Background: an optimization exercise with open tools, aiming at small area, a short achievable clock period and few clock cycles. Do not read the settings as production practice.
Only simulation tests tie the RTL to the original design; equivalence was not proved.
No activity file was given, so power comes from the tool's default toggle rates.

File: design.v
`timescale 1ns / 1ps
`default_nettype none
package lpm_pkg;
   localparam int TABLE_DEPTH    = 64;
   localparam int REQ_DATA_WIDTH = 120;
   localparam int RSP_DATA_WIDTH = 48;
   localparam int RES_WIDTH      = 47;    
   localparam logic [2:0] STAT_ADDED   = 3'd0;
   localparam logic [2:0] STAT_FULL    = 3'd1;
   localparam logic [2:0] STAT_FORWARD = 3'd2;
   localparam logic [2:0] STAT_NOROUTE = 3'd3;
   localparam logic [2:0] STAT_EXPIRED = 3'd4;
   localparam int CREDITS = 8;
endpackage
`default_nettype wire
`timescale 1ns / 1ps
`default_nettype none
module lpm_ram #(
   parameter int WIDTH = 8,
   parameter int DEPTH = 4,
   localparam int AW   = (DEPTH > 1) ? $clog2(DEPTH) : 1
) (
   input  wire logic             clock,
   input  wire logic             wr_en,
   input  wire logic [AW-1:0]    wr_addr,
   input  wire logic [WIDTH-1:0] wr_data,
   input  wire logic [AW-1:0]    rd_addr,
   output logic      [WIDTH-1:0] rd_data
);
   logic [WIDTH-1:0] mem_ff [DEPTH];
   always_ff @(posedge clock) begin
      if (wr_en) begin
         mem_ff[wr_addr] <= wr_data;
      end
   end
   assign rd_data = mem_ff[rd_addr];
endmodule
`default_nettype wire
`timescale 1ns / 1ps
`default_nettype none
module lpm_front (
   input  wire logic                               clock,
   input  wire logic                               reset,
   input  wire logic                               req_tvalid,
   output logic                                    req_tready,
   input  wire logic [lpm_pkg::REQ_DATA_WIDTH-1:0] req_tdata,
   input  wire logic [0:0]                         req_tuser,
   input  wire logic                               rsp_take,
   output logic                                    r0_valid,
   output logic                                    r0_lookup,
   output logic [31:0]                             r0_prefix,
   output logic [5:0]                              r0_len,
   output logic                                    r0_hopv,
   output logic [31:0]                             r0_hop,
   output logic [3:0]                              r0_port,
   output logic [31:0]                             r0_dest,
   output logic [7:0]                              r0_ttl
);
   localparam int NW = $clog2(lpm_pkg::CREDITS + 1);
   logic          ready_ff;
   logic [NW-1:0] out_ff, out_in;
   logic          accept;
   logic [5:0]    raw_len_ff;
   assign accept     = req_tvalid && ready_ff;
   assign req_tready = ready_ff;
   always_comb begin
      out_in = out_ff;
      if (accept && !rsp_take) begin
         out_in = out_ff + 1'b1;
      end else if (!accept && rsp_take) begin
         out_in = out_ff - 1'b1;
      end
   end
   always_ff @(posedge clock) begin
      if (reset) begin
         out_ff   <= '0;
         ready_ff <= 1'b1;
         r0_valid <= 1'b0;
      end else begin
         out_ff   <= out_in;
         ready_ff <= (out_in < NW'(lpm_pkg::CREDITS));
         r0_valid <= accept;
      end
   end
   always_ff @(posedge clock) begin
      r0_lookup  <= req_tuser[0];
      r0_prefix  <= req_tdata[31:0];
      raw_len_ff <= req_tdata[37:32];
      r0_hopv    <= req_tdata[38];
      r0_hop     <= req_tdata[70:39];
      r0_port    <= req_tdata[74:71];
      r0_dest    <= req_tdata[106:75];
      r0_ttl     <= req_tdata[114:107];
   end
   assign r0_len = (raw_len_ff > 6'd32) ? 6'd32 : raw_len_ff;
endmodule
`default_nettype wire
`timescale 1ns / 1ps
`default_nettype none
module lpm_back #(
   parameter int DEPTH = lpm_pkg::TABLE_DEPTH
) (
   input  wire logic                            clock,
   input  wire logic                            reset,
   input  wire logic                            r0_valid,
   input  wire logic                            r0_lookup,
   input  wire logic [31:0]                     r0_prefix,
   input  wire logic [5:0]                      r0_len,
   input  wire logic                            r0_hopv,
   input  wire logic [31:0]                     r0_hop,
   input  wire logic [3:0]                      r0_port,
   input  wire logic [31:0]                     r0_dest,
   input  wire logic [7:0]                      r0_ttl,
   output logic                                 res_valid,
   output logic [lpm_pkg::RES_WIDTH-1:0]        res_data
);
   localparam int CW = $clog2(DEPTH + 1);
   localparam int GS = 8;             
   localparam int NG = DEPTH / GS;    
   logic [31:0]   t_prefix [DEPTH];
   logic [5:0]    t_len    [DEPTH];
   logic          t_hopv   [DEPTH];
   logic [31:0]   t_hop    [DEPTH];
   logic [3:0]    t_port   [DEPTH];
   logic [CW-1:0] count_ff;
   logic          do_add;
   logic          full;
   assign do_add = r0_valid && !r0_lookup;
   assign full   = (count_ff == CW'(DEPTH));
   always_ff @(posedge clock) begin
      if (reset) begin
         count_ff <= '0;
      end else if (do_add && !full) begin
         count_ff <= count_ff + 1'b1;
      end
   end
   for (genvar i = 0; i < DEPTH; i++) begin : g_wr
      always_ff @(posedge clock) begin
         if (do_add && count_ff == CW'(i)) begin
            t_prefix[i] <= r0_prefix;
            t_len[i]    <= r0_len;
            t_hopv[i]   <= r0_hopv;
            t_hop[i]    <= r0_hop;
            t_port[i]   <= r0_port;
         end
      end
   end
   logic [DEPTH-1:0] match;
   for (genvar i = 0; i < DEPTH; i++) begin : g_cmp
      logic [31:0] mask;
      for (genvar j = 0; j < 32; j++) begin : g_mask
         assign mask[31-j] = (t_len[i] > 6'(j));
      end
      assign match[i] = (count_ff > CW'(i)) && !(|((t_prefix[i] ^ r0_dest) & mask));
   end
   logic             m1_valid, m1_lookup, m1_full;
   logic [DEPTH-1:0] m1_match;
   logic [31:0]      m1_dest;
   logic [7:0]       m1_ttl;
   always_ff @(posedge clock) begin
      if (reset) m1_valid <= 1'b0;
      else       m1_valid <= r0_valid;
      m1_lookup <= r0_lookup;
      m1_full   <= full;
      m1_match  <= match;
      m1_dest   <= r0_dest;
      m1_ttl    <= r0_ttl;
   end
   logic [3:0] th [DEPTH];
   logic [6:0] tl [DEPTH];
   for (genvar i = 0; i < DEPTH; i++) begin : g_therm
      for (genvar a = 0; a < 4; a++) begin : g_a
         assign th[i][a] = (t_len[i][5:3] > 3'(a));
      end
      for (genvar b = 0; b < 7; b++) begin : g_b
         assign tl[i][b] = (t_len[i][2:0] > 3'(b));
      end
   end
   logic [NG-1:0][3:0] g1_th;
   logic [NG-1:0]      g1_any;
   always_comb begin
      for (int g = 0; g < NG; g++) begin
         g1_th[g]  = '0;
         g1_any[g] = 1'b0;
         for (int k = 0; k < GS; k++) begin
            g1_th[g]  = g1_th[g] | (th[g*GS+k] & {4{m1_match[g*GS+k]}});
            g1_any[g] = g1_any[g] | m1_match[g*GS+k];
         end
      end
   end
   logic             s2_valid, s2_lookup, s2_full;
   logic [DEPTH-1:0] s2_match;
   logic [NG-1:0][3:0] s2_th;
   logic [NG-1:0]      s2_any;
   logic [31:0]      s2_dest;
   logic [7:0]       s2_ttl;
   always_ff @(posedge clock) begin
      if (reset) s2_valid <= 1'b0;
      else       s2_valid <= m1_valid;
      s2_lookup <= m1_lookup;
      s2_full   <= m1_full;
      s2_match  <= m1_match;
      s2_th     <= g1_th;
      s2_any    <= g1_any;
      s2_dest   <= m1_dest;
      s2_ttl    <= m1_ttl;
   end
   logic [3:0]       hmax;
   logic             found;
   logic [DEPTH-1:0] c2;
   logic [NG-1:0][6:0] g2_tl;
   always_comb begin
      hmax  = '0;
      found = 1'b0;
      for (int g = 0; g < NG; g++) begin
         hmax  = hmax | s2_th[g];
         found = found | s2_any[g];
      end
   end
   for (genvar i = 0; i < DEPTH; i++) begin : g_c2
      assign c2[i] = s2_match[i] && !(|(hmax & ~th[i]));
   end
   always_comb begin
      for (int g = 0; g < NG; g++) begin
         g2_tl[g] = '0;
         for (int k = 0; k < GS; k++) begin
            g2_tl[g] = g2_tl[g] | (tl[g*GS+k] & {7{c2[g*GS+k]}});
         end
      end
   end
   logic             s3_valid, s3_lookup, s3_full, s3_found;
   logic [DEPTH-1:0] s3_cand;
   logic [NG-1:0][6:0] s3_tl;
   logic [31:0]      s3_dest;
   logic [7:0]       s3_ttl;
   always_ff @(posedge clock) begin
      if (reset) s3_valid <= 1'b0;
      else       s3_valid <= s2_valid;
      s3_lookup <= s2_lookup;
      s3_full   <= s2_full;
      s3_found  <= found;
      s3_cand   <= c2;
      s3_tl     <= g2_tl;
      s3_dest   <= s2_dest;
      s3_ttl    <= s2_ttl;
   end
   logic [6:0]       lmax;
   logic [DEPTH-1:0] c3;
   logic [DEPTH-1:0] first_in_group;
   logic [NG-1:0]    group_any;
   always_comb begin
      lmax = '0;
      for (int g = 0; g < NG; g++) begin
         lmax = lmax | s3_tl[g];
      end
   end
   for (genvar i = 0; i < DEPTH; i++) begin : g_c3
      assign c3[i] = s3_cand[i] && !(|(lmax & ~tl[i]));
   end
   for (genvar g = 0; g < NG; g++) begin : g_grp
      assign group_any[g] = |c3[g*GS +: GS];
      for (genvar k = 0; k < GS; k++) begin : g_k
         if (k == 0) begin : g_first
            assign first_in_group[g*GS+k] = c3[g*GS+k];
         end else begin : g_rest
            assign first_in_group[g*GS+k] = c3[g*GS+k] && !(|c3[g*GS +: k]);
         end
      end
   end
   logic             s4_valid, s4_lookup, s4_full, s4_found;
   logic [DEPTH-1:0] s4_first;
   logic [NG-1:0]    s4_group;
   logic [31:0]      s4_dest;
   logic [7:0]       s4_ttl;
   always_ff @(posedge clock) begin
      if (reset) s4_valid <= 1'b0;
      else       s4_valid <= s3_valid;
      s4_lookup <= s3_lookup;
      s4_full   <= s3_full;
      s4_found  <= s3_found;
      s4_first  <= first_in_group;
      s4_group  <= group_any;
      s4_dest   <= s3_dest;
      s4_ttl    <= s3_ttl;
   end
   logic [DEPTH-1:0] onehot;
   for (genvar g = 0; g < NG; g++) begin : g_sel
      logic pick;
      if (g == 0) begin : g_first
         assign pick = s4_group[g];
      end else begin : g_rest
         assign pick = s4_group[g] && !(|s4_group[g-1:0]);
      end
      assign onehot[g*GS +: GS] = s4_first[g*GS +: GS] & {GS{pick}};
   end
   logic             o3_valid, o3_lookup, o3_full, o3_found;
   logic [DEPTH-1:0] o3_sel;
   logic [31:0]      o3_dest;
   logic [7:0]       o3_ttl;
   always_ff @(posedge clock) begin
      if (reset) o3_valid <= 1'b0;
      else       o3_valid <= s4_valid;
      o3_lookup <= s4_lookup;
      o3_full   <= s4_full;
      o3_found  <= s4_found;
      o3_sel    <= onehot;
      o3_dest   <= s4_dest;
      o3_ttl    <= s4_ttl;
   end
   logic [3:0]  w_port;
   logic        w_hopv;
   logic [31:0] w_hop;
   always_comb begin
      w_port = '0;
      w_hopv = 1'b0;
      w_hop  = '0;
      for (int i = 0; i < DEPTH; i++) begin
         w_port = w_port | (t_port[i] & {4{o3_sel[i]}});
         w_hopv = w_hopv | (t_hopv[i] & o3_sel[i]);
         w_hop  = w_hop  | (t_hop[i]  & {32{o3_sel[i]}});
      end
   end
   always_comb begin
      res_data = '0;
      if (!o3_lookup) begin
         res_data[2:0] = o3_full ? lpm_pkg::STAT_FULL : lpm_pkg::STAT_ADDED;
      end else if (!o3_found) begin
         res_data[2:0] = lpm_pkg::STAT_NOROUTE;
      end else if (o3_ttl <= 8'd1) begin
         res_data[2:0] = lpm_pkg::STAT_EXPIRED;
      end else begin
         res_data[2:0]   = lpm_pkg::STAT_FORWARD;
         res_data[6:3]   = w_port;
         res_data[38:7]  = w_hopv ? w_hop : o3_dest;
         res_data[46:39] = o3_ttl - 8'd1;
      end
   end
   assign res_valid = o3_valid;
endmodule
`default_nettype wire
`timescale 1ns / 1ps
`default_nettype none
module longest_prefix_match_router_top #(
   parameter int TABLE_DEPTH = lpm_pkg::TABLE_DEPTH
) (
   input  wire logic                               clock,
   input  wire logic                               reset,
   input  wire logic                               req_tvalid,
   output logic                                    req_tready,
   input  wire logic [lpm_pkg::REQ_DATA_WIDTH-1:0] req_tdata,
   input  wire logic [0:0]                         req_tuser,
   output logic                                    rsp_tvalid,
   input  wire logic                               rsp_tready,
   output logic [lpm_pkg::RSP_DATA_WIDTH-1:0]      rsp_tdata
);
   localparam int RW = lpm_pkg::RES_WIDTH;
   localparam int QD = lpm_pkg::CREDITS - 1;    
   localparam int QA = (QD > 1) ? $clog2(QD) : 1;
   localparam int QF = $clog2(QD + 1);
   logic        r0_valid, r0_lookup, r0_hopv;
   logic [31:0] r0_prefix, r0_hop, r0_dest;
   logic [5:0]  r0_len;
   logic [3:0]  r0_port;
   logic [7:0]  r0_ttl;
   logic        res_valid;
   logic [RW-1:0] res_data;
   logic        take;
   lpm_front u_front (
      .clock      (clock),
      .reset      (reset),
      .req_tvalid (req_tvalid),
      .req_tready (req_tready),
      .req_tdata  (req_tdata),
      .req_tuser  (req_tuser),
      .rsp_take   (take),
      .r0_valid   (r0_valid),
      .r0_lookup  (r0_lookup),
      .r0_prefix  (r0_prefix),
      .r0_len     (r0_len),
      .r0_hopv    (r0_hopv),
      .r0_hop     (r0_hop),
      .r0_port    (r0_port),
      .r0_dest    (r0_dest),
      .r0_ttl     (r0_ttl)
   );
   lpm_back #(
      .DEPTH (TABLE_DEPTH)
   ) u_back (
      .clock     (clock),
      .reset     (reset),
      .r0_valid  (r0_valid),
      .r0_lookup (r0_lookup),
      .r0_prefix (r0_prefix),
      .r0_len    (r0_len),
      .r0_hopv   (r0_hopv),
      .r0_hop    (r0_hop),
      .r0_port   (r0_port),
      .r0_dest   (r0_dest),
      .r0_ttl    (r0_ttl),
      .res_valid (res_valid),
      .res_data  (res_data)
   );
   logic          out_valid_ff;
   logic [RW-1:0] out_data_ff;
   logic [QA-1:0] q_wr_ff, q_rd_ff;
   logic [QF-1:0] q_fill_ff;
   logic [RW-1:0] q_head;
   logic          q_empty;
   logic          out_load;
   logic          q_push, q_pop;
   assign take     = out_valid_ff && rsp_tready;
   assign q_empty  = (q_fill_ff == '0);
   assign out_load = !out_valid_ff || rsp_tready;
   assign q_pop    = out_load && !q_empty;
   assign q_push   = res_valid && !(out_load && q_empty);
   lpm_ram #(
      .WIDTH (RW),
      .DEPTH (QD)
   ) u_queue (
      .clock   (clock),
      .wr_en   (q_push),
      .wr_addr (q_wr_ff),
      .wr_data (res_data),
      .rd_addr (q_rd_ff),
      .rd_data (q_head)
   );
   always_ff @(posedge clock) begin
      if (reset) begin
         out_valid_ff <= 1'b0;
         q_wr_ff      <= '0;
         q_rd_ff      <= '0;
         q_fill_ff    <= '0;
      end else begin
         if (out_load) begin
            out_valid_ff <= !q_empty || res_valid;
         end
         if (q_push) begin
            q_wr_ff <= (q_wr_ff == QA'(QD - 1)) ? '0 : q_wr_ff + 1'b1;
         end
         if (q_pop) begin
            q_rd_ff <= (q_rd_ff == QA'(QD - 1)) ? '0 : q_rd_ff + 1'b1;
         end
         if (q_push && !q_pop) begin
            q_fill_ff <= q_fill_ff + 1'b1;
         end else if (!q_push && q_pop) begin
            q_fill_ff <= q_fill_ff - 1'b1;
         end
      end
   end
   always_ff @(posedge clock) begin
      if (out_load) begin
         out_data_ff <= q_empty ? res_data : q_head;
      end
   end
   assign rsp_tvalid = out_valid_ff;
   assign rsp_tdata  = {{(lpm_pkg::RSP_DATA_WIDTH - RW){1'b0}}, out_data_ff};
endmodule
`default_nettype wire
File: run.sh
#!/bin/bash
# synth_recipe.tcl (not shown) runs the flow's synth.tcl, then flattens the netlist and writes it again
# the make line also repeats each setting of config.mk as NAME=value (left out here)
make -C /OpenROAD-flow-scripts/flow DESIGN_CONFIG=/design/flow/config.mk WORK_HOME=/design/flow/orfs CLKGATE_MAP_FILE= SYNTH_SCRIPT=/design/flow/synth_recipe.tcl finish
File: config.mk
export PLATFORM = sky130hd
export DESIGN_NAME = longest_prefix_match_router_top
export DESIGN_NICKNAME = longest_prefix_match_router_top
export VERILOG_FILES = /design/flow/design.v
export SDC_FILE = /design/flow/constraint.sdc
export NUM_CORES = 4
export LEC_CHECK = 0
export CAP_MARGIN = 40
export CORE_MARGIN = 2
export CORE_UTILIZATION = 40
export CTS_CLUSTER_DIAMETER = 60
export CTS_CLUSTER_SIZE = 20
export SETUP_SLACK_MARGIN = 3.8
export SLEW_MARGIN = 30
export SYNTH_MEMORY_MAX_BITS = 8192
File: constraint.sdc
create_clock -name core_clock -period 7.0 [get_ports {clock}]
set_input_delay 1.4000 -clock core_clock [delete_from_list [all_inputs] [get_ports {clock}]]
set_output_delay 1.4000 -clock core_clock [all_outputs]
set_load 0.01 [all_outputs]
==> metrics.md, run 1 <==
| Metric | Value |
|---|---|
| Net Count, Synth | 18100 |
| Skew final | 0.107 ns |
| Static leakage | about 90 nW |
| DRT Pass-1 Iters | 10 |
| Fin. max-slew vios | 0 |
| Worst R2R Setup Slack | approximately 3.6 ns |
| Status | no timing/DRC/antenna violations |
| EDFF count, synth | ~5200 |
| Core area | between 600000 and 700000 sq um |
| Internal power | between 50 and 60 mW |
| Row count | between 200 and 300 |
| Area of the die | 628000 sq um |
| Final hold vios | 0 |
| Register-to-Register Path Depth | 7 |
| GR Util All Layers | between 30% and 40% |
| Peak supply drop | ~0.25 mV |
| Routed Antenna Nets | 0 |
| CP required | between 7 and 8 ns |
| Cell count after synthesis | 18000 |
| GR Util met2 | between 50 and 60% |
| Synthesized flop and latch total | just under 6000 |
| Busiest grt layer | met2 |
| Gate power share | around 5.4% |
| Initial antenna violation count | 183 |
| Least-Margin Pin Slew | between 1 and 1.5 ns |
| Startpoint Class | flip-flop |
| Portion of total power attributed to sequential cells | between 50% and 60% |
| Sequential cell area | 172000 sq um |
| Routed len/inst | 43.2 microns |
| R2R Path End | out_data_ff[32]$_DFFE_PP_ |
| Vias in the first global route | 166000 |
| Hold path depth | 0 |
| P_sw | about 18 mW |
| Final net count | between 15000 and 20000 |
| Clock Sink Count | approximately 6000 |
| Setup CP Type | flip-flop to flip-flop |
| Worst skew pair latency | between 1 and 1.5 ns |
| Setup crit end kind | flip-flop |
| Final core occ | ~46% |
| Final Instance Area | 284000 sq um |
| Met3 Track Usage GR | 9.81% |
| Die span in x | 792 microns |
| Min Hold Slack | 0.305 ns |
| Fin crit period | roughly 3.4 ns |
| Footprint of the multi-input gates | roughly 74000 sq um |
| Die Height | around 790 microns |
| Synth async-reset ratio | 0% |
| Avg Inst Size Synth | 13.8 sq um |
| Routed vias | approximately 190k |
| Worst slack, placed | 2.67 ns |
| Post-DP HPWL | just under 700000 microns |
| Setup TNS | 0 ns |
| Ports | around 180 |
| Met1 GRT Util | a little under half |
| Net Sw Frac | 24.6% |
| Share of cells above drive strength 1 | between 10% and 20% |
| Power per cell area | between 200 and 300 nW/um^2 |
| GPL Wtd Cong | just over 1 |
| Worst R2R Start | u_back.o3_sel[51]$_DFF_P_ |
| Input/output buffers | around 170 |
| First-pass GRT wire length | ~1500000 microns |
| Top cell type by total area after synthesis | edfxtp_1 |
| CTS clk-pin slew, worst paths | ~0.080 ns |
| H-tree depth | 5 |
| Synth top area share | between 60 and 70% |
| Maximum clock path buffer count | 4 |
| Congestion Overflow GR | 0 |
| CTS root buffer | clkbuf_16 |
| Crit path max fanout | 22 |
| Top post-synthesis cells by area | edfxtp_1 63%, dfxtp_1 6.3%, xnor2_1 3.8% |
| Area growth, synth to finish | 14.4% |
| Hold endpoint | u_back.s2_dest[15]$_DFF_P_ |
| Clk pwr share | approximately 40% |
| Final setup fails | 0 |
| Yosys synthesis warning count | 11 |
| Fmax | between 200 and 300 MHz |
| DRC errors left | 0 |
| Hold Path Class | flip-flop to flip-flop |
| Cell area after synthesis | between 200000 and 250000 sq um |
| Clock buffer count from CTS | 460 |
| CTS Hold Bufs | 0 |
| Vias per Instance | 6.84 |
| CTS tree | built |
| Period utilisation layout | approximately half |
| WP data arrival | ~4.3 ns |
| Max_slew headroom | 19.6% |
| DR iter-0 viols | about 40000 |
| RSZ-0062 raised after global routing | yes |
| Effective utilization at floorplan | between 40% and 50% |
| Setup ws final | around 3.6 ns |
| WL final | ~1200000 microns |
| Total of max-cap violations | 0 |
| Cell variety after synth | between 100 and 150 |
| Register area share after synthesis | between 60% and 70% |
| Top FF cell, synth | edfxtp_1 |
| Largest net degree at the start of global routing | 76 |
| Worst Min Path Start | u_back.m1_dest[15]$_DFF_P_ |
| Placed Area | about 260000 sq um |
| Fill cells | 54800 |
==> synth_stat cells (all sizes together), types with 78 or more instances <==
cell,instances
dfxtp,784
o22ai,286
nand4,312
nand3,197
nand2,782
a21o,78
edfxtp,5176
buf,382
or3,105
nor4,196
xnor2,1068
inv,269
nor2b,94
a21oi,1017
o221ai,88
a22oi,145
o21ai,1029
and3,78
nand2b,104
clkbuf,796
a31oi,196
nor2,808
and2,120
a211oi,90
xor2,985
or2,103
a221oi,656
mux2i,97
o21a,92
nor3,248
a22o,622
==> power groups by stage <==
stage / sequential [mW] / clock [mW] / combinational (mW)
final: 39.3 / 28.2 / 3.82
after global routing: 39.3 / 29.4 / 3.93
after CTS: 39.3 / 28.2 / 3.70
after detailed placement: 40.2 / 0 / 3.71
after global placement: 40.3 / 0 / 3.43
after floorplan: 39.9 / 0 / 1.78
==> critical path: stages, from the launching register on <==
cell	delay (ns)
dfxtp_4	0.61
buf_6	0.36
a22o_1	0.23
a221oi_1	0.30
nand4_1	0.24
nor4_4	0.74
a211oi_2	0.29
a21o_1	0.26
==> layout make-up <==
type	count	share of cell area, %
Sequential cell	5960	60.4
Multi-Input combinational cell	10600	26.0
Clock buffer	579	4.37
Timing Repair Buffer	1009	3.96
Tap cell	8293	3.65
Clock inverter	282	1.17
Inverter	270	0.363
Antenna cell	165	0.145
==> what timing repair did <==
action,in CTS,in global routing
pin swaps,44,18
cloned,9,6
gates resized for setup,309,110
setup buffers,114,61
setup endpoints to repair,3009,630
==> logic make-up (layout without fill, tap and decap cells) <==
logic type | count (synthesis) | count (layout) | share of synthesized area [%]
XOR/XNOR | 2053 | 2053 | 7.23
other | 1 | 166 | 0.00151
buffers and inverters | 1448 | 2140 | 2.31
AND/OR/NAND/NOR | 3395 | 3403 | 6.97
adder cells (fa/ha/maj) | 63 | 63 | 0.268
multiplexers | 145 | 145 | 0.821
flip-flops | 5960 | 5960 | 68.9
AO/OA/AOI/OAI | 4896 | 4896 | 13.5
==> cells in the final DEF (no fill, tap or decap), types with 78 or more instances in the layout <==
master,netlist,routed
edfxtp_1,5176,5176
xnor2_1,1068,1068
o21ai_0,1024,1019
a21oi_1,1015,1011
xor2_1,985,985
nand2_1,782,763
nor2_1,804,729
a221oi_1,652,644
a22o_1,622,622
dfxtp_1,784,601
buf_4,3,519
clkbuf_16,0,476
nand4_1,312,312
o22ai_1,286,285
inv_1,268,265
nor3_1,248,233
a31oi_1,196,193
nand3_1,197,192
diode_2,0,165
buf_12,0,149
a22oi_1,145,144
dfxtp_4,0,140
nor4_1,185,133
clkdlybuf4s50_1,0,118
and2_1,115,109
or3_1,105,103
nand2b_1,104,101
mux2i_1,97,97
buf_6,5,94
or2_2,95,93
o21a_1,92,92
clkbuf_1,796,86
nor2b_1,94,85
o221ai_1,87,79
a21o_1,78,78
==> worst max path at each step <==
stage	startpoint	end	slack (ns)	cells after the start
4_1_cts	out_data_ff[12]$_DFFE_PP_	rsp_tdata[12]	3.76	1
3_3_place_gp	u_back.s3_tl[31]$_DFF_P_	u_back.s4_first[30]$_DFF_P_	2.13	6
3_5_place_dp	rsp_tready	u_queue.mem_ff[5][18]$_DFFE_PP_	2.67	8
5_1_grt	u_back.t_len[17][5]$_DFFE_PP_	u_back.s3_tl[18]$_DFF_P_	3.67	7
2_1_floorplan	rsp_tready	u_queue.mem_ff[3][0]$_DFFE_PP_	2.57	5
6_report	u_back.o3_sel[51]$_DFF_P_	out_data_ff[32]$_DFFE_PP_	3.59	7
==> registers in the layout, indices dropped and copies added, names as in the netlist, 47 cells and up, named ones only <==
register and count:
u_back.m1_match 64, u_back.t_len 384, u_back.s4_first 64, out_data_ff 47
u_back.t_prefix 2048, u_back.t_port 256, u_back.s3_cand 64, u_back.o3_sel 64
u_back.s2_match 64, u_back.s3_tl 56, u_queue.mem_ff 329, u_back.t_hopv 64
u_back.t_hop 2048
==> metrics by stage <==
step,cells,power [mW]
2_1_floorplan,18000,41.7
5_1_grt,27000,72.7
3_3_place_gp,25800,43.8
6_report,27100,71.4
3_5_place_dp,25900,43.9
4_1_cts,26900,71.2
==> layer usage <==
layer / routed length, microns / vias up
met5: 373 / -
met4: 98900 / 54
met3: 173000 / 3911
met2: 493000 / 17700
met1: 407000 / 93400
li1: - / 70500
Testbench counts, summed over its fixed seeds: cycles 1,656.
==> inputs of run 2 (changes only) <==
--- a/design.v
+++ b/design.v
@@ -146,12 +146,29 @@
       end
    end
    logic [DEPTH-1:0] match;
-   for (genvar i = 0; i < DEPTH; i++) begin : g_cmp
-      logic [31:0] mask;
-      for (genvar j = 0; j < 32; j++) begin : g_mask
-         assign mask[31-j] = (t_len[i] > 6'(j));
+   function automatic logic hit(input logic [31:0] prefix, input logic [5:0] len,
+                                input logic [31:0] dest);
+      logic [31:0] diff;
+      logic [7:0]  part;
+      logic [7:0]  db;
+      logic        ok;
+      diff = prefix ^ dest;
+      for (int b = 0; b < 8; b++) begin
+         part[7-b] = (len[2:0] > 3'(b));
+      end
+      ok = 1'b1;
+      for (int a = 0; a < 4; a++) begin
+         db = diff[31-8*a -: 8];
+         if (len[5:3] > 3'(a)) begin
+            ok = ok && !(|db);
+         end else if (len[5:3] == 3'(a)) begin
+            ok = ok && !(|(db & part));
+         end
       end
-      assign match[i] = (count_ff > CW'(i)) && !(|((t_prefix[i] ^ r0_dest) & mask));
+      hit = ok;
+   endfunction
+   for (genvar i = 0; i < DEPTH; i++) begin : g_cmp
+      assign match[i] = (count_ff > CW'(i)) && hit(t_prefix[i], t_len[i], r0_dest);
    end
    logic             m1_valid, m1_lookup, m1_full;
    logic [DEPTH-1:0] m1_match;
--- a/config.mk
+++ b/config.mk
@@ -8,8 +8,8 @@
 export CAP_MARGIN = 40
 export CORE_MARGIN = 2
 export CORE_UTILIZATION = 40
-export CTS_CLUSTER_DIAMETER = 60
-export CTS_CLUSTER_SIZE = 20
-export SETUP_SLACK_MARGIN = 3.8
+export CTS_CLUSTER_DIAMETER = 80
+export CTS_CLUSTER_SIZE = 25
+export SETUP_SLACK_MARGIN = 4.1
 export SLEW_MARGIN = 30
 export SYNTH_MEMORY_MAX_BITS = 8192
==> run 2 against run 1 <==
Critical endpoint is now rsp_tdata[7]. Still clean. Global-route usage fell by 0.39 points. Utilization grew 0.46 points. Setup slack gained 0.24 ns. Critical path type is now flip-flop to output pin. Worst hold slack better by 0.0043 ns. Final area fell by 1.7%. Synthesized cell count decreased by 7.6%. Die area shrank 2.6%. Sequential power about the same. Routed wire length shrank 3.1%.
==> metrics.md, run 2 <==
| Metric | Value |
|---|---|
| Register area share after synthesis | between 70 and 80% |
| Share of cells above drive strength 1 | approximately 14% |
| Status | no timing/DRC/antenna violations |
| Cell count after synthesis | 16600 |
| Max_slew headroom | a little under a fifth |
| Top post-synthesis cells by area | edfxtp_1 64%, dfxtp_1 6.5%, xor2_1 4.2% |
| Post-Place Cells | between 20000 and 25000 |
| Net Count, Synth | between 15000 and 20000 |
| WL final | approximately 1100000 microns |
| Hold Path Class | flip-flop to flip-flop |
| Worst path bufs/invs | 1 |
| Final hold vios | 0 |
| Cell area after synthesis | around 240000 sq um |
| RSZ-0062 raised after global routing | yes |
| H-tree depth | 5 |
| Maximum clock path buffer count | 4 |
| Setup CP Type | flip-flop to output pin |
| Row count | about 290 |
| Cell variety after synth | 113 |
| DR iter-0 viols | roughly 39000 |
| Initial antenna violation count | around 160 |
| Clock Sink Count | 5960 |
| Commonest non-fill, non-tap cell in the layout | edfxtp_1 |
| CTS tree | built |
| Fmax | roughly 310 MHz |
| Vias per Instance | around 7 |
| Final core occ | about 46% |
| Static leakage | roughly 90 nW |
| Count leader, synth | edfxtp_1 |
| Least-Margin Pin Slew | ~1.2 ns |
| Setup crit end kind | output pin |
| Fin. max-slew vios | 0 |
| Die span in x | 782 microns |
| Routed Antenna Nets | 0 |
| Avg Inst Size Synth | about 15 sq um |
| EDFF count, synth | around 5200 |
| Overall power | between 60 and 70 mW |
| Delay-heaviest family, CP | flip-flops |
| Routed vias | approximately 180k |
| Core area | around 600000 sq um |
| Worst path max stage delay | 0.54 ns |
| Area of the die | between 600000 and 700000 sq um |
| Crit path max fanout | 1 |
| Largest net degree at the start of global routing | between 70 and 80 |
| Worst skew pair latency | between 1 and 1.5 ns |
| Final setup fails | 0 |
| Power per cell area | 231 nW/um^2 |
| Input/output buffers | roughly 170 |
| Die Height | slightly below 800 microns |
| Commonest cells in the netlist | 5176 x edfxtp_1, 1171 x xor2_1, 894 x xnor2_1 |
| Setup TNS | 0 ns |
| GPL Wtd Cong | 1.03 |
| Congestion Overflow GR | 0 |
| CTS root buffer | clkbuf_16 |
| DRT Pass-1 Iters | 13 |
| GR Util All Layers | 35.4% |
| Routed len/inst | ~44 microns |
| Fin crit period | ~3.2 ns |
| WP data arrival | 1.78 ns |
| Synthesized flop and latch total | just under 6000 |
| Skew final | 0.0976 ns |
| Crit-path cells | buf_6 |
| Critical-path top delay cell | edfxtp_1 |
| Top FF cell, synth | edfxtp_1 |
| Top flop regs | u_back.t_hop x2048, u_back.t_prefix x2048, u_back.t_len x384 |
| Commonest non-fill, non-tap cells in the layout | 5176 x edfxtp_1, 1171 x xor2_1, 893 x xnor2_1 |
| Post-DP HPWL | around 640000 microns |
| Fill cells | 52600 |
| Ports | between 150 and 200 |
| DRC errors left | 0 |
| Top cell type by total area after synthesis | edfxtp_1 |
| CTS clk-pin slew, worst paths | approximately 0.1 ns |
| First-pass GRT wire length | approximately 1500000 microns |
| Synth async-reset ratio | 0% |
| Area growth, synth to finish | 15.5% |
| Synth top area share | 64.2% |
| Clock buffer count from CTS | 303 |
| Peak supply drop | 0.225 mV |
| Period utilisation layout | between 40% and 50% |
| Yosys synthesis warning count | 11 |
| Effective utilization at floorplan | roughly 40% |
| Vias in the first global route | 156000 |
| Final Non-Filler Cells | 25900 |
| CTS Hold Bufs | 0 |
| Final net count | roughly 18000 |
| Startpoint Class | flip-flop |
| CP required | 5.60 ns |
| Total of max-cap violations | 0 |
==> run 2: cell count changes after synthesis, sizes merged, moves of 39 or more <==
cell	previous run	this run
a21oi	1017	693
a31oi	196	64
and2	120	79
clkbuf	796	508
maj3	52	11
nand2	782	687
nor4	196	275
o21ai	1029	622
o22ai	286	202
or2	103	39
or3	105	66
xnor2	1068	894
xor2	985	1171
==> run 2: timing repair <==
item                                     CTS  global route
endpoints found under the setup margin  4423           974
cloned                                    24            17
buffers inserted                         452           151
gates resized for setup                  813           292
endpoints found under the hold margin      0             0
pin swaps                                136           109
==> run 2: where the power goes <==
| group | internal, mW | switching [mW] |
|---|---|---|
| Combinational | 1.35 | 2.74 |
| Clock | 8.81 | 12.3 |
| Sequential | 38.8 | 0.506 |
==> run 2: final timing paths <==
check	slack [ns]	endpoint	start	depth (start not counted)
max	3.82	rsp_tdata[7]	out_data_ff[7]$_DFFE_PP_	1
min	0.31	u_back.s3_full$_DFF_P_	u_back.s2_full$_DFF_P_	0
max reg2reg	3.87	u_back.s3_tl[31]$_DFF_P_	u_back.s2_th[22]$_DFF_P_	11
min reg2reg	0.31	u_back.s3_full$_DFF_P_	u_back.s2_full$_DFF_P_	0
==> run 2: per-layer routing <==
layer | share of wire, % | routed length, microns | track usage [%]
met1 | 34 | 389000 | 45.7
met2 | 41 | 466000 | 50.2
met3 | 16 | 177000 | 11.3
met4 | 9.1 | 104000 | 25.2
met5 | 0.026 | 291 | 0.102
==> run 2: per-stage QoR <==
| step | setup WS [ns] | hold WS [ns] | instance area [sq um] |
|---|---|---|---|
| after floorplan | 2.21 | 0.310 | 243000 |
| after global placement | 2.14 | 0.310 | 256000 |
| after detailed placement | 2.10 | 0.312 | 259000 |
| after CTS | 3.79 | 0.321 | 276000 |
| after global routing | 3.81 | 0.335 | 279000 |
| final | 3.82 | 0.309 | 280000 |
==> run 2: cell type report <==
| cell class | count | area [sq um] | share of cell area [%] |
|---|---|---|---|
| Inverter | 280 | 1060 | 0.379 |
| Sequential cell | 5960 | 172000 | 61.4 |
| Antenna cell | 165 | 413 | 0.148 |
| Timing Repair Buffer | 1455 | 17500 | 6.25 |
| Clock inverter | 96 | 1050 | 0.376 |
| Tap cell | 8036 | 10100 | 3.60 |
| Multi-Input combinational cell | 9460 | 69300 | 24.8 |
| Clock buffer | 452 | 8480 | 3.03 |
==> run 2: kinds of logic after synthesis <==
logic type / Yosys count / synth area share (%)
AOI/OAI and AO/OA: 4021 / 12.1
other: 1 / 0.00155
adders and majority gates: 22 / 0.105
DFF: 5960 / 70.7
and+or+nand+nor: 3204 / 6.77
xor gates and xnor gates: 2065 / 7.47
muxes: 143 / 0.835
buffers and inverters: 1188 / 2.02
Testbench counts of run 2, summed over its fixed seeds: cycles 1,656.
==> inputs of run 3 (changes only) <==
--- a/config.mk
+++ b/config.mk
@@ -7,7 +7,7 @@
 export LEC_CHECK = 0
 export CAP_MARGIN = 40
 export CORE_MARGIN = 2
-export CORE_UTILIZATION = 40
+export CORE_UTILIZATION = 45
 export CTS_CLUSTER_DIAMETER = 80
 export CTS_CLUSTER_SIZE = 25
 export SETUP_SLACK_MARGIN = 4.1
==> run 3 against run 2 <==
Flip-flop and latch count unchanged. Via count down 0.77%. Global-route usage rose by 5.0 points. Register-to-register slack gained 0.03 ns. Synthesized cell count did not move. Setup slack improved by 0.0096 ns. Die area is 11% lower. Still clean. Largest cell class unchanged. Final cell count down 3.6%. Total power increased by 1.6%. Routed wire length rose by 0.79%. Utilization grew 5.4 points.
==> metrics.md, run 3 <==
| Metric | Value |
|---|---|
| P_sw | 15.9 mW |
| Worst R2R Start | u_back.o3_sel[49]$_DFF_P_ |
| First-pass GRT wire length | between 1000000 and 1500000 microns |
| Initial antenna violation count | about 170 |
| Gate power share | 6.2% |
| Area of the die | between 500000 and 600000 sq um |
| Vias in the first global route | approximately 160k |
| Row count | 269 |
| Final setup fails | 0 |
| Congestion Overflow GR | 0 |
| Total of max-cap violations | 0 |
| Skew final | ~0.11 ns |
| Core area | 536000 sq um |
| R2R Path End | out_data_ff[31]$_DFFE_PP_ |
| Setup crit end kind | output pin |
| Hold path depth | 0 |
| Status | no timing/DRC/antenna violations |
| Fin. max-slew vios | 0 |
| Clock Sink Count | ~6000 |
| Busiest grt layer | met2 |
| Routed Antenna Nets | 0 |
| Clock buffer count from CTS | 320 |
| Routed vias | between 150k and 200k |
| Share of cells above drive strength 1 | about 14% |
| Worst Min Path Start | u_back.m1_ttl[4]$_DFF_P_ |
| CTS tree | built |
| Met1 GRT Util | about 51% |
| Synth top area share | roughly 64% |
| Vias per Instance | between 7 and 8 |
| Synth async-reset ratio | 0% |
| CTS root buffer | clkbuf_16 |
| Commonest cells in the netlist | 5176 x edfxtp_1, 1171 x xor2_1, 894 x xnor2_1 |
| EDFF count, synth | ~5200 |
| Net Count, Synth | between 15000 and 20000 |
| Hold Path Class | flip-flop to flip-flop |
| Peak supply drop | 0.211 mV |
| GR Util met2 | approximately 57% |
| Least-Margin Pin Slew | 1.24 ns |
| H-tree depth | 5 |
| Setup TNS | 0 ns |
| Fill cells | ~45000 |
| Sequential cell area | 172000 sq um |
| Met3 Track Usage GR | between 10% and 20% |
| Effective utilization at floorplan | a little under half |
| Footprint of the multi-input gates | 69000 sq um |
| Post-Place Cells | between 20000 and 25000 |
| Commonest non-fill, non-tap cell in the layout | edfxtp_1 |
| Commonest non-fill, non-tap cells in the layout | 5176 x edfxtp_1, 1170 x xor2_1, 894 x xnor2_1 |
| Maximum clock path buffer count | 4 |
| Fmax | about 320 MHz |
| Yosys synthesis warning count | 11 |
| Final Non-Filler Cells | 25000 |
| Largest net degree at the start of global routing | 76 |
| Worst path max stage delay | around 0.52 ns |
| Die span in x | about 740 microns |
| Synthesized flop and latch total | just under 6000 |
| Worst skew pair latency | roughly 1.1 ns |
| Max_slew headroom | between 15 and 20% |
| Setup CP Type | flip-flop to output pin |
| Overall power | about 65 mW |
| Die Height | between 700 and 800 microns |
| Register-to-Register Path Depth | 8 |
| Worst R2R Setup Slack | approximately 3.9 ns |
| Critical path launch point | out_data_ff[16]$_DFFE_PP_ |
| Area growth, synth to finish | 14.8% |
| Crit-path cells | buf_2 |
| WP data arrival | 1.77 ns |
| DRC errors left | 0 |
| Routed len/inst | 45.9 microns |
| Worst path bufs/invs | 1 |
| Critical-path top delay cell | edfxtp_1 |
| DR iter-0 viols | around 36000 |
| Clk pwr share | between 30% and 40% |
| Avg Inst Size Synth | roughly 15 sq um |
| Cell area after synthesis | between 200000 and 250000 sq um |
| Static leakage | around 90 nW |
| Top flop regs | u_back.t_hop x2048, u_back.t_prefix x2048, u_back.t_len x384 |
| Count leader, synth | edfxtp_1 |
| DRT Pass-1 Iters | 10 |
| RSZ-0062 raised after global routing | yes |
| Crit path max fanout | 2 |
| Final net count | about 18000 |
| Net Sw Frac | 24.3% |
| Power per cell area | between 200 and 250 nW/um^2 |
| Input/output buffers | 168 |
| Cell variety after synth | 113 |
| Startpoint Class | flip-flop |
| Ports | 175 |
| GR Util All Layers | between 40% and 50% |
| Period utilisation layout | a little under half |
| CP required | between 5 and 6 ns |
| GPL Wtd Cong | 1.06 |
| CTS clk-pin slew, worst paths | 0.10 ns |
| Top FF cell, synth | edfxtp_1 |
| Fin crit period | ~3.2 ns |
| Portion of total power attributed to sequential cells | roughly 60% |
| Internal power | 49.6 mW |
| Final hold vios | 0 |
| Post-DP HPWL | between 600000 and 700000 microns |
| Top post-synthesis cells by area | edfxtp_1 64%, dfxtp_1 6.5%, xor2_1 4.2% |
| Cell count after synthesis | 16600 |
| Hold endpoint | u_back.s2_ttl[4]$_DFF_P_ |
| Top cell type by total area after synthesis | edfxtp_1 |
| Delay-heaviest family, CP | flip-flops |
| Register area share after synthesis | a little over two thirds |
| WL final | about 1100000 microns |
-- run 3: cell counts after synthesis --
Identical to the previous run, type by type.
-- run 3: through the flow --
| stage | hold slack (ns) | worst slack (ns) | util, % | area, sq um |
|---|---|---|---|---|
| 2_1_floorplan | 0.310 | 2.21 | - | 243000 |
| 3_3_place_gp | 0.310 | 2.55 | 47.6 | 255000 |
| 3_5_place_dp | 0.312 | 2.44 | 48.0 | 257000 |
| 4_1_cts | 0.319 | 3.78 | 51.2 | 275000 |
| 5_1_grt | 0.326 | 3.81 | 51.8 | 278000 |
| 6_report | 0.323 | 3.83 | 51.8 | 278000 |
-- run 3: cells by family (layout without fill, tap and decap cells) --
family / after synthesis / count (layout) / share of synthesized area (%)
AO/OA/AOI/OAI: 4021 / 4021 / 12.1
XOR/XNOR: 2065 / 2065 / 7.47
adder cells (fa/ha/maj): 22 / 22 / 0.105
buffers and inverters: 1188 / 2220 / 2.02
flip-flops: 5960 / 5960 / 70.7
multiplexers: 143 / 143 / 0.835
other: 1 / 148 / 0.00155
AND/OR/NAND/NOR: 3204 / 3208 / 6.77
-- run 3: worst max-delay path by stage --
stage	depth (start not counted)	to	slack, ns
after floorplan	5	u_queue.mem_ff[3][0]$_DFFE_PP_	2.21
after global placement	4	u_back.t_prefix[55][8]$_DFFE_PP_	2.55
after detailed placement	6	u_back.t_prefix[9][22]$_DFFE_PP_	2.44
after CTS	1	rsp_tdata[33]	3.78
after global routing	1	rsp_tdata[33]	3.81
final	1	rsp_tdata[16]	3.83
-- run 3: cell type report --
| cell class | count | share of cell area, % |
|---|---|---|
| Sequential cell | 5960 | 61.8 |
| Clock inverter | 156 | 0.686 |
| Clock buffer | 416 | 3.08 |
| Multi-Input combinational cell | 9460 | 24.8 |
| Tap cell | 7181 | 3.23 |
| Timing Repair Buffer | 1368 | 5.83 |
| Inverter | 280 | 0.383 |
| Antenna cell | 147 | 0.132 |
-- run 3: power groups by stage --
| stage | clock (mW) | sequential (mW) | combinational (mW) |
|---|---|---|---|
| after CTS | 22.1 | 39.2 | 3.80 |
| after floorplan | 0 | 39.9 | 1.83 |
| after global routing | 23.2 | 39.3 | 4.13 |
| after detailed placement | 0 | 40.2 | 3.58 |
| after global placement | 0 | 40.3 | 3.34 |
| final | 22.2 | 39.3 | 4.03 |
-- run 3: metal layers --
metal / wire length (microns) / up-vias
met4: 114000 / 83
li1: - / 66400
met5: 627 / -
met1: 387000 / 88500
met2: 473000 / 16800
met3: 170000 / 3980
-- run 3: what timing repair did --
action,CTS,global route
pin swaps,95,75
gates resized for setup,734,245
buffers inserted,396,145
hold buffers,0,0
endpoints found under the setup margin,4360,1023
hold endpoints to repair,0,0
gates cloned,29,17

[afterwards: timing with drivers on the ports]
Ports are ideal in the flow. The routed layouts listed here were re-timed in OpenROAD. Step 1 assumes that a clkbuf_16 drives the clock port and a buf_2 every other input. Step 2 times the ports against the registers' clock, not the clock port: input delays grow and output delays shrink by t, the midpoint of the rising clock arrivals with the driver on. Three values: no drivers, after step 1, after step 2; two values: the first two.
| run | t (ns) | slack for setup (ns) | hold WS [ns] | worst setup path at the end |
|---|---|---|---|---|
| run 1 | 1.241 | 3.585 / 3.585 / 2.810 | 0.305 / 0.305 / 0.305 | input to register |
| run 2 | 1.195 | 3.824 / 3.691 / 3.211 | 0.309 / 0.309 / 0.309 | input to register |
| run 3 | 1.175 | 3.833 / 3.706 / 3.187 | 0.323 / 0.323 / 0.323 | input to register |
After both steps setup and hold are still met in every run listed. The setup slack of run 1, which loses most, moves by 0.000 ns with the drivers and by -0.775 ns with both steps.
